Context: an optimization exercise on an open-source flow, tuned for a short achievable clock period and few clock cycles per item. The choices shown serve that exercise and are no tape-out recipe.
Only simulation tests tie the RTL to the original design; equivalence was not proved.
No activity file was given, so power comes from the tool's default toggle rates.

## config.mk

```make
export PLATFORM = sky130hd
export DESIGN_NAME = fetch_unit
export DESIGN_NICKNAME = fetch_unit
export VERILOG_FILES = /design/flow/design.v
export SDC_FILE = /design/flow/constraint.sdc
export NUM_CORES = 4
export LEC_CHECK = 0
export CAP_MARGIN = 20
export CORE_MARGIN = 2
export CORE_UTILIZATION = 40
export PLACE_DENSITY = 0.5
export SETUP_SLACK_MARGIN = 4.3
export SLEW_MARGIN = 20
export SYNTH_MEMORY_MAX_BITS = 16384
export TNS_END_PERCENT = 100
```

## constraint.sdc

```tcl
create_clock -name core_clock -period 8.0 [get_ports {clk_i}]
set_input_delay 1.6000 -clock core_clock [delete_from_list [all_inputs] [get_ports {clk_i}]]
set_output_delay 1.6000 -clock core_clock [all_outputs]
set_load 0.01 [all_outputs]
```

## design.v

```verilog
`timescale 1ns/1ps
`default_nettype none
package fetch_pkg;
    localparam int WORD      = 32;
    localparam int HALF_WORD = 16;
    typedef enum logic {
        RUN_PIPELINE   = 1'b0,
        STALL_PIPELINE = 1'b1
    } stall_pipeline_sig;
    typedef enum logic {
        KEEP_PIPELINE  = 1'b0,
        FLUSH_PIPELINE = 1'b1
    } flush_pipeline_sig;
    typedef logic [3:0] opcode_t;
    localparam opcode_t OP_HALT = 4'd15;
    typedef struct packed {
        opcode_t    opcode;
        logic [3:0] rd;
        logic [3:0] rs1;
        logic [3:0] rs2;
    } r_form_t;
    typedef struct packed {
        opcode_t    opcode;
        logic [3:0] rd;
        logic [7:0] imm;
    } i_form_t;
    typedef union packed {
        r_form_t r_form;
        i_form_t i_form;
    } instr_t;
endpackage
`default_nettype wire
`timescale 1ns/1ps
`default_nettype none
module instruction_ram #(
    parameter int MEM_DEPTH = 512,
    parameter int AW        = 9,
    parameter int DW        = 17
) (
    input  logic          clk_i,
    input  logic          we_i,
    input  logic [AW-1:0] waddr_i,
    input  logic [DW-1:0] wdata_i,
    input  logic [AW-1:0] raddr1_i,
    input  logic [AW-1:0] raddr2_i,
    output logic [DW-1:0] rdata1_o,
    output logic [DW-1:0] rdata2_o
);
    logic [DW-1:0] mem [MEM_DEPTH];
    always_ff @(posedge clk_i) begin
        if (we_i) begin
            mem[waddr_i] <= wdata_i;
        end
    end
    assign rdata1_o = mem[raddr1_i];
    assign rdata2_o = mem[raddr2_i];
endmodule
`default_nettype wire
`timescale 1ns/1ps
`timescale 1ns/1ps
`timescale 1ns/1ps
`timescale 1ns/1ps
`timescale 1ns/1ps
`default_nettype none
module fetch_unit #(
    parameter int MEM_DEPTH = 512
) (
    input  logic                            clk_i,
    input  logic                            reset_i,
    input  logic                            start_i,
    input  logic                            stall_i,
    input  logic                            redirect_i,
    input  logic [fetch_pkg::WORD-1:0]      redirect_pc_i,
    input  logic                            prog_we_i,
    input  logic [fetch_pkg::WORD-1:0]      prog_addr_i,
    input  logic [fetch_pkg::HALF_WORD-1:0] prog_data_i,
    output logic                            valid_o,
    output logic [fetch_pkg::WORD-1:0]      pc_o,
    output fetch_pkg::opcode_t              opcode_o,
    output logic [3:0]                      rd_o,
    output logic [3:0]                      rs1_o,
    output logic [3:0]                      rs2_o,
    output logic [7:0]                      imm_o,
    output logic                            halted_o
);
    localparam int AW = 9;
    localparam int DW = 17;
    typedef enum logic [1:0] {
        IDLE   = 2'd0,
        RUN    = 2'd1,
        HALTED = 2'd2
    } state_t;
    state_t state;
    logic [15:0] o_word;
    logic        o_iform;
    assign opcode_o = o_word[15:12];
    assign rd_o     = o_word[11:8];
    assign rs1_o    = o_iform ? 4'd0 : o_word[7:4];
    assign rs2_o    = o_iform ? 4'd0 : o_word[3:0];
    assign imm_o    = o_iform ? o_word[7:0] : 8'd0;
    function automatic logic is_iform(input logic [3:0] op);
        is_iform = (op >= 4'd8) && (op <= 4'd14);
    endfunction
    logic [AW-1:0] o_tgt;
    logic [AW-1:0] seq_slot;
    logic          restart;
    logic [31:0]   restart_pc;
    logic [DW-1:0] seq_rd, tgt_rd;
    logic          w_pend;
    logic [AW-1:0] w_slot;
    logic [15:0]   w_data;
    always_ff @(posedge clk_i) begin
        w_pend <= !reset_i && (state == IDLE) && prog_we_i;
        w_slot <= prog_addr_i[AW:1];
        w_data <= prog_data_i;
    end
    instruction_ram #(
        .MEM_DEPTH(MEM_DEPTH),
        .AW       (AW),
        .DW       (DW)
    ) u_instruction_ram (
        .clk_i    (clk_i),
        .we_i     (w_pend),
        .waddr_i  (w_slot),
        .wdata_i  ({is_iform(w_data[15:12]), w_data}),
        .raddr1_i (seq_slot),
        .raddr2_i (o_tgt),
        .rdata1_o (seq_rd),
        .rdata2_o (tgt_rd)
    );
    logic running, issue, halt_take, hit, tgt_eq, load_o;
    assign running   = (state == RUN);
    assign issue     = running && valid_o && !stall_i;
    assign halt_take = issue && (o_word[15:12] == fetch_pkg::OP_HALT);
    assign tgt_eq    = (redirect_pc_i[AW:1] == o_tgt);
    assign hit       = valid_o && tgt_eq;
    assign load_o    = redirect_i || !stall_i || restart || idle;
    logic idle, fast_start;
    assign idle       = (state == IDLE);
    assign fast_start = !prog_we_i && !(w_pend && w_slot == '0);
    logic [AW-1:0] seq_slot_d;
    logic          seq_slot_en;
    always_comb begin
        seq_slot_en = 1'b0;
        seq_slot_d  = seq_slot + AW'(1);
        if (reset_i || idle) begin
            seq_slot_en = 1'b1;
            seq_slot_d  = (!reset_i && start_i && fast_start) ? AW'(1) : '0;
        end else if (running && !halt_take) begin
            if (redirect_i) begin
                seq_slot_en = 1'b1;
                seq_slot_d  = hit ? o_tgt + AW'(1) : redirect_pc_i[AW:1];
            end else if (issue || (restart && !w_pend)) begin
                seq_slot_en = 1'b1;
            end
        end
    end
    always_ff @(posedge clk_i) begin
        if (seq_slot_en) begin
            seq_slot    <= seq_slot_d;
        end
    end
    always_ff @(posedge clk_i) begin
        if (reset_i) begin
            state    <= IDLE;
            valid_o  <= 1'b0;
            halted_o <= 1'b0;
            restart  <= 1'b0;
            restart_pc <= '0;
        end else begin
            case (state)
                IDLE: begin
                    restart_pc <= '0;
                    if (start_i) begin
                        state   <= RUN;
                        valid_o <= fast_start;
                        restart <= !fast_start;
                    end
                end
                RUN: begin
                    if (halt_take) begin
                        state    <= HALTED;
                        valid_o  <= 1'b0;
                        halted_o <= 1'b1;
                    end else if (redirect_i) begin
                        valid_o    <= hit;
                        restart    <= !hit;
                        restart_pc <= redirect_pc_i;
                    end else if (issue || (restart && !w_pend)) begin
                        valid_o  <= 1'b1;
                        restart  <= 1'b0;
                    end
                end
                default: begin
                    state <= HALTED;
                end
            endcase
        end
    end
    always_ff @(posedge clk_i) begin
        if (load_o) begin
            if (redirect_i) begin
                pc_o   <= redirect_pc_i;
                o_word  <= tgt_rd[15:0];
                o_iform <= tgt_rd[16];
                o_tgt  <= o_tgt + {tgt_rd[7], tgt_rd[7:0]};
            end else begin
                pc_o   <= (restart || idle) ? restart_pc : pc_o + 32'd2;
                o_word  <= seq_rd[15:0];
                o_iform <= seq_rd[16];
                o_tgt  <= seq_slot + {seq_rd[7], seq_rd[7:0]};
            end
        end
    end
endmodule
`default_nettype wire
```

## run.sh

```bash
#!/bin/bash
# synth_recipe.tcl (not shown) runs the flow's synth.tcl, then flattens the netlist and writes it again
# the make line also repeats each setting of config.mk as NAME=value (left out here)
make -C /OpenROAD-flow-scripts/flow DESIGN_CONFIG=/design/flow/config.mk WORK_HOME=/design/flow/orfs CLKGATE_MAP_FILE= SYNTH_SCRIPT=/design/flow/synth_recipe.tcl finish
```

==> flow_metrics.env, run 1 <==
export IMPL_status="finished clean"
export IMPL_grt_overflow=0
export IMPL_hp_class="reg -> reg"
export IMPL_clk_latency_ns=1.31
export IMPL_core_sq_mm=1.020
export IMPL_ys_warn_count=2
export IMPL_fp_dieH_um=1015
export IMPL_start_kind="flip-flop"
export IMPL_final_hold_viol_count=0
export IMPL_cap_viol_max_count=0
export IMPL_finalWirelength_um=1713000
export IMPL_period_share_pct=75.82
export IMPL_synth_edf_count=8771
export IMPL_syn_num_nets=18850
export IMPL_arrival_ns=7.23
export IMPL_swShare_pct=35.66
export IMPL_drcViolationCount=0
export IMPL_grt_pass1_wl_um=2226000
export IMPL_cts_tree="done"
export IMPL_combinationalPowerShare_pct=38.6
export IMPL_fin_crit_ns=6.065
export IMPL_cp_end_kind="flip-flop"
export IMPL_hpwl_um=1085000
export IMPL_placed_cell_area_sq_mm=0.4354
export IMPL_slew_violations=0
export IMPL_cp_required_ns=9.16
export IMPL_synth_seq_cells=8843
export IMPL_layout_common_cells="edfxtp_1, mux4_2, buf_4, clkbuf_16, nor2_2"
export IMPL_avgSynthCellArea_sq_um=21.84
export IMPL_internal_power_mw=100.9
export IMPL_cts_buffers=966
export IMPL_viasPerCell=6.843
export IMPL_rows=371
export IMPL_vias=238600
export IMPL_relSlewSlack_pct=2.682
export IMPL_clkSinkCount=8843
export IMPL_die_w_um=1015
export IMPL_ios=144
export IMPL_vdd_drop_max_v=0.0003257
export IMPL_gp_congestion=0.9413
export IMPL_max_freq_ghz=0.1649
export IMPL_crit_type="reg -> reg"
export IMPL_async_flop_share_pct=0
export IMPL_setup_viol=0
export IMPL_port_buffer_count=120
export IMPL_fin_area_sq_mm=0.4774
export IMPL_layout_drive_gt1_share_pct=45.36
export IMPL_grt_start_max_net_pins=180
export IMPL_postSynthCellCount=18740
export IMPL_fin_util_pct=46.79
export IMPL_rsz0062_at_grt="true"
export IMPL_synth_cell_types=76
export IMPL_postRouteAntennaNets=0
export IMPL_wire_per_inst_um=49.13
export IMPL_nets=20320
export IMPL_final_common_cell="edfxtp_1"
export IMPL_cts_buffer_depth=5
export IMPL_drt_iter0_drc=38730
export IMPL_clock_power_share_pct=28.5
export IMPL_synthFlopType="edfxtp_1"
export IMPL_skew_ns=0.1433
export IMPL_die_area_sq_mm=1.031
export IMPL_grt_pass1_vias=229900
export IMPL_antenna_found_initial=180
export IMPL_pwr_share_seq_pct=32.9
export IMPL_p_sw_mw=55.94
export IMPL_worst_pin_slew_ns=1.460
export IMPL_synthToLayoutAreaGrowth_pct=16.65
export IMPL_power_leakage_nw=147.2
export IMPL_syn_area_sq_mm=0.4092
export IMPL_initial_core_util_pct=40.11
export IMPL_crit_fanout=9
export IMPL_clock_tree_root_cell="clkbuf_16"
export IMPL_power_density_mw_per_mm2=328.6
export IMPL_cts_htree_levels=6
export IMPL_grtUsageTotal_pct=32.45
export IMPL_drt_pass1_iterations=6
export IMPL_ys_seq_area_share_pct=64.71
export IMPL_clkTransAtPathRegs_ns=0.06
## cell usage after synthesis, types with 101 or more instances
cell type,instances,area [sq um]
mux2i_1,421,4214
clkbuf_1,562,2110
o22ai_1,161,1007
buf_2,438,2192
nand3_1,122,610.6
a22oi_1,158,1186
nor2_1,722,2710
edfxtp_1,8771,263400
mux4_2,5172,116500
a21oi_1,158,790.8
nand2_1,434,1629
buf_1,101,379.1
buf_4,330,2477
o21ai_0,122,610.6
## sequential cells by signal, indices dropped and copies added, names as in the netlist, 2 cells and up, named ones only
name	count
w_slot	9
o_word	16
restart_pc	32
o_tgt	9
state	2
seq_slot	9
pc_o	32
w_data	16
u_instruction_ram.mem	8704
## final timing paths
check                                    start  cells after the start             end  slack (ns)
worst max register to register     seq_slot[4]                     23       flip-flop        1.93
worst max-delay path               seq_slot[4]                     23       flip-flop        1.93
worst min-delay path            restart_pc[27]                      1  restart_pc[27]        0.46
worst min register to register  restart_pc[27]                      1  restart_pc[27]        0.46
## layout make-up
class	count	area, sq um
antenna	231	578.1
clock buffer	1177	25240
clock inverter	607	5575
fill	84700	542900
inverter	30	192.7
multi-input combinational	8354	141500
sequential	8843	264900
tap	13610	17030
timing repair buffer	2013	22290
timing repair inverter	1	8.758
## cell families (layout without fill, tap and decap cells)
logic type / after synthesis / after routing / share of synthesized area (%)
adder cells (fa/ha/maj): 21 / 21 / 0.06788
multiplexers: 5654 / 5654 / 29.66
AO/OA/AOI/OAI: 1026 / 1026 / 1.740
flip-flops: 8843 / 8843 / 64.71
other: 0 / 231 / 0
buffers and inverters: 1542 / 3828 / 2.000
XOR/XNOR: 59 / 59 / 0.1263
AND/OR/NAND/NOR: 1594 / 1594 / 1.694
## through the flow
| step | setup TNS, ns | cells | setup slack [ns] | power [mW] | hold WS (ns) |
|---|---|---|---|---|---|
| floorplan | -6202.65 | 18740 | -12.06 | 83.74 | 0.4367 |
| global placement | -0.2155 | 32420 | -0.08893 | 107.5 | 0.4443 |
| global route | 0 | 34780 | 2.092 | 159.4 | 0.4721 |
| CTS | 0 | 34390 | 2.198 | 154.4 | 0.4622 |
| finish | 0 | 34870 | 1.935 | 156.9 | 0.4608 |
| detailed placement | 0 | 32430 | 0.005048 | 107.5 | 0.4488 |
## repair_timing
action	4_1_cts	5_1_grt
pin swaps	52	85
setup buffers	117	214
gates resized for setup	504	590
hold buffers	0	0
cloned	60	28
setup endpoints to repair	2452	3030
## critical path, cell delays in order, from the launching register on
cell and delay, ns:
edfxtp_1 0.58, buf_4 0.30, and2_4 0.22, buf_4 0.23, buf_4 0.27, nand2_4 0.40
buf_4 0.37, o22ai_2 0.15, nor2_1 0.37, buf_4 0.25, nand3_1 0.14, a21oi_4 0.61
o21bai_1 0.32, ha_1 0.35, o21ai_2 0.10, a21boi_2 0.09, o21a_1 0.21, buf_4 0.14
buf_6 0.11, nor2_4 0.09, xnor2_2 0.06, nor2_1 0.15, a21oi_2 0.06, mux2_4 0.28
## metal layers
layer  global-route usage, %  vias up  part of all wire (%)  wire length [um]
li1                        -    86590                     -                 -
met1                   43.56   133400                    38            645200
met2                   48.43    15730                    45            767700
met3                   9.398     2874                    11            195300
met4                   16.67       66                   6.0            103500
met5                  0.6849        -                 0.085              1455
## power by group through the flow
| stage | combinational, mW | sequential (mW) | clock (mW) |
|---|---|---|---|
| 2_1_floorplan | 30.9 | 52.9 | 0 |
| 3_5_place_dp | 54.7 | 52.8 | 0 |
| 3_3_place_gp | 54.6 | 52.9 | 0 |
| 4_1_cts | 57.6 | 51.7 | 45.2 |
| 5_1_grt | 61.0 | 51.6 | 46.8 |
| 6_report | 60.5 | 51.7 | 44.7 |
Testbench counts, summed over its fixed seeds: cycles 8,290, items 7,224.
==> inputs of run 2 (changes only) <==
==> config.mk (replaced) <==
export PLATFORM = sky130hd
export DESIGN_NAME = fetch_unit
export DESIGN_NICKNAME = fetch_unit
export VERILOG_FILES = /design/flow/design.v
export SDC_FILE = /design/flow/constraint.sdc
export NUM_CORES = 4
export LEC_CHECK = 0
export CAP_MARGIN = 40
export CORE_MARGIN = 2
export CORE_UTILIZATION = 30
export PLACE_DENSITY = 0.35
export SETUP_SLACK_MARGIN = 4.3
export SLEW_MARGIN = 40
export SYNTH_MEMORY_MAX_BITS = 16384
export TNS_END_PERCENT = 100
==> run 2 against run 1 <==
  * Highest routed layer unchanged
  * Non-clock buffer count rose by 394
  * Global-route usage fell by 3.7 points
  * Sequential cell count did not move
  * Sequential power barely moved
  * Critical path type unchanged
==> flow_metrics.env, run 2 <==
export IMPL_status="finished clean"
export IMPL_nets=20920
export IMPL_postSynthCellCount=18740
export IMPL_clock_tree_root_cell="clkbuf_16"
export IMPL_synth_seq_cells=8843
export IMPL_power_leakage_nw=152.5
export IMPL_clkSinkCount=8843
export IMPL_syn_area_sq_mm=0.4092
export IMPL_largest_reg_flops=8704
export IMPL_cp_end_kind="flip-flop"
export IMPL_synth_area_top_cells="edfxtp_1, mux4_2, mux2i_1"
export IMPL_period_share_pct=72.22
export IMPL_viasPerCell=5.961
export IMPL_final_setup_tns_ns=0
export IMPL_cts_htree_levels=7
export IMPL_gp_congestion=0.8599
export IMPL_drt_iter0_drc=33030
export IMPL_synth_cell_types=76
export IMPL_antenna_found_initial=207
export IMPL_relSlewSlack_pct=26.10
export IMPL_layout_common_cells="edfxtp_1, mux4_2, buf_4, clkbuf_16, nor2_4"
export IMPL_wire_per_inst_um=50.86
export IMPL_core_sq_mm=1.362
export IMPL_final_hold_viol_count=0
export IMPL_reg_largest_list="u_instruction_ram.mem (8704), pc_o (32), restart_pc (32)"
export IMPL_grt_pass1_vias=233700
export IMPL_die_area_sq_mm=1.373
export IMPL_place_inst=37140
export IMPL_synth_top_area_share_pct=64.36
export IMPL_clkTransAtPathRegs_ns=0.06
export IMPL_fin_crit_ns=5.778
export IMPL_die_w_um=1172
export IMPL_drt_pass1_iterations=6
export IMPL_clk_latency_ns=1.34
export IMPL_finalWirelength_um=2029000
export IMPL_cts_tree="done"
export IMPL_hpwl_um=1306000
export IMPL_grt_pass1_wl_um=2568000
export IMPL_vias=237800
export IMPL_crit_family="compound AO/OA/AOI/OAI gates"
export IMPL_cts_buffers=1177
export IMPL_grtUsageTotal_pct=28.78
export IMPL_skew_ns=0.1140
export IMPL_fin_cells=39900
export IMPL_synth_edf_count=8771
export IMPL_synthToLayoutAreaGrowth_pct=21.31
export IMPL_port_buffer_count=120
export IMPL_crit_fanout=13
export IMPL_max_freq_ghz=0.1731
export IMPL_cap_viol_max_count=0
export IMPL_hp_class="reg -> reg"
export IMPL_rows=429
export IMPL_ios=144
export IMPL_synthFlopType="edfxtp_1"
export IMPL_async_flop_share_pct=0
export IMPL_final_common_cell="edfxtp_1"
export IMPL_grt_overflow=0
export IMPL_postRouteAntennaNets=0
export IMPL_cts_buffer_depth=6
export IMPL_arrival_ns=6.78
export IMPL_yosysMostFrequentCell="edfxtp_1"
export IMPL_grt_start_max_net_pins=163
export IMPL_drcViolationCount=0
export IMPL_regMostFlops="u_instruction_ram.mem"
export IMPL_avgSynthCellArea_sq_um=21.84
export IMPL_slew_violations=0
export IMPL_fin_util_pct=36.44
export IMPL_layout_drive_gt1_share_pct=47.02
export IMPL_start_kind="flip-flop"
export IMPL_fillCellCount=124600
export IMPL_rsz0062_at_grt="true"
export IMPL_ys_seq_area_share_pct=64.71
export IMPL_worst_pin_slew_ns=1.108
export IMPL_cpMaxStageDelayCell="mux4_2"
export IMPL_initial_core_util_pct=30.04
export IMPL_setup_viol=0
export IMPL_cp_required_ns=9.00
export IMPL_vdd_drop_max_v=0.0002447
export IMPL_path_cells="buf_16 > buf_16 > buf_16 > buf_8 > buf_6 > mux4_2 > mux4_2 > o22ai_4 > nor4_4 > buf_6 > a21oi_4 > buf_6 > o221ai_1 > ha_1 > a21boi_2 > o21ai_2 > a21oi_2 > o21a_1 > or3_1 > mux2i_2 > a21oi_1"
export IMPL_synth_commonest_cells="edfxtp_1, mux4_2, nor2_1"
export IMPL_ys_warn_count=2
export IMPL_cpPeakStageDelay_ns=0.67
export IMPL_power_density_mw_per_mm2=338.2
export IMPL_path_buf_inv=7
export IMPL_crit_type="reg -> reg"
export IMPL_fp_dieH_um=1172
export IMPL_syn_num_nets=18850
export IMPL_yosysTopAreaCell="edfxtp_1"
[run 2: cell types whose count changed in the layout (fill, tap and decap cells not counted), moves of 37 or more]
cell / change
buf_12: +76
buf_16: +129
buf_4: +56
buf_6: +81
buf_8: +53
clkbuf_1: +56
clkbuf_16: +233
clkinv_2: -37
dlymetal6s2s_1: -41
nor2_2: -249
nor2_4: +262
[run 2: final cells by class]
| type | instances | area, sq um | share of cell area (%) |
|---|---|---|---|
| Timing Repair inverter | 1 | 8.758 | 0.001764 |
| Timing Repair Buffer | 2407 | 29470 | 5.936 |
| Antenna cell | 196 | 490.5 | 0.09880 |
| Clock inverter | 516 | 3943 | 0.7941 |
| Sequential cell | 8843 | 264900 | 53.36 |
| Multi-Input combinational cell | 8354 | 143700 | 28.95 |
| Inverter | 30 | 192.7 | 0.03881 |
| Clock buffer | 1454 | 31050 | 6.254 |
| Tap cell | 18100 | 22650 | 4.562 |
[run 2: routing by layer]
metal | part of all wire [%] | wire (um) | up-vias | global-route usage, %
met5 | 0.042 | 843 | - | 0
met4 | 4.6 | 93820 | 34 | 11.35
met3 | 6.9 | 139700 | 2497 | 4.948
met2 | 47 | 947700 | 11240 | 45.65
met1 | 42 | 847300 | 136200 | 39.57
li1 | - | - | 87830 | -
[run 2: where the power goes]
group	internal, mW	switching (mW)	total, mW
sequential	51.2	0.449	51.6
combinational	26.5	39.5	66.0
clock	29.3	20.9	50.3
total	107	60.9	168
[run 2: final timing paths]
kind | start | to | slack [ns] | depth (start not counted)
setup / recovery | flip-flop | o_tgt[8] | 2.22 | 21
hold / removal | restart_pc[27] | restart_pc[27] | 0.46 | 1
setup reg to reg | flip-flop | o_tgt[8] | 2.22 | 21
hold reg to reg | restart_pc[27] | restart_pc[27] | 0.46 | 1
[run 2: stage by stage]
step	power [mW]	worst slack [ns]	instance area (sq um)	hold slack, ns
final	167.9	2.222	496400	0.4607
after floorplan	83.74	-12.06	409300	0.4367
after global placement	111.9	-0.1110	443100	0.4468
after CTS	167.3	2.331	491800	0.4645
after global routing	171.5	2.157	496200	0.4797
after detailed placement	112.2	0.7054	446900	0.4516
[run 2: cells by family after synthesis]
family          count (synthesis)  share of synthesized area (%)
compound gates               1026                          1.740
xor+xnor                       59                         0.1263
fa+ha+maj                      21                        0.06788
buf+inv                      1542                          2.000
flops                        8843                          64.71
mux                          5654                          29.66
simple gates                 1594                          1.694
[run 2: what timing repair did]
item	CTS	global route
hold buffers	0	0
endpoints found under the setup margin	2875	203
resized for setup	956	385
gates cloned	97	33
hold endpoints to repair	0	0
buffers inserted	293	162
pin swaps	145	92

## afterwards: timing with drivers on the ports
The flow's constraints put no driver on any port. The routed layouts listed below were extracted and timed again, unchanged, in two steps.
Step 1: set_driving_cell puts a clkbuf_16 on clk_i and a buf_2 on each other input, an assumption about the parent block.
Step 2 also shifts input and output timing later by t, the mid clock arrival at the registers, as if the neighbouring blocks saw the same clock.
Slacks: ideal ports / drivers / drivers and shift; pairs: ideal ports / drivers.
run | shift t [ns] | setup WS [ns] | worst hold slack (ns) | worst setup path at the end
run 1 | 1.397 | 1.935 / 1.935 / 1.935 | 0.461 / 0.461 / 0.461 | register to register
run 2 | 1.468 | 2.222 / 2.222 / 2.222 | 0.461 / 0.461 / 0.461 | register to register
After both steps every run listed still meets setup and hold.
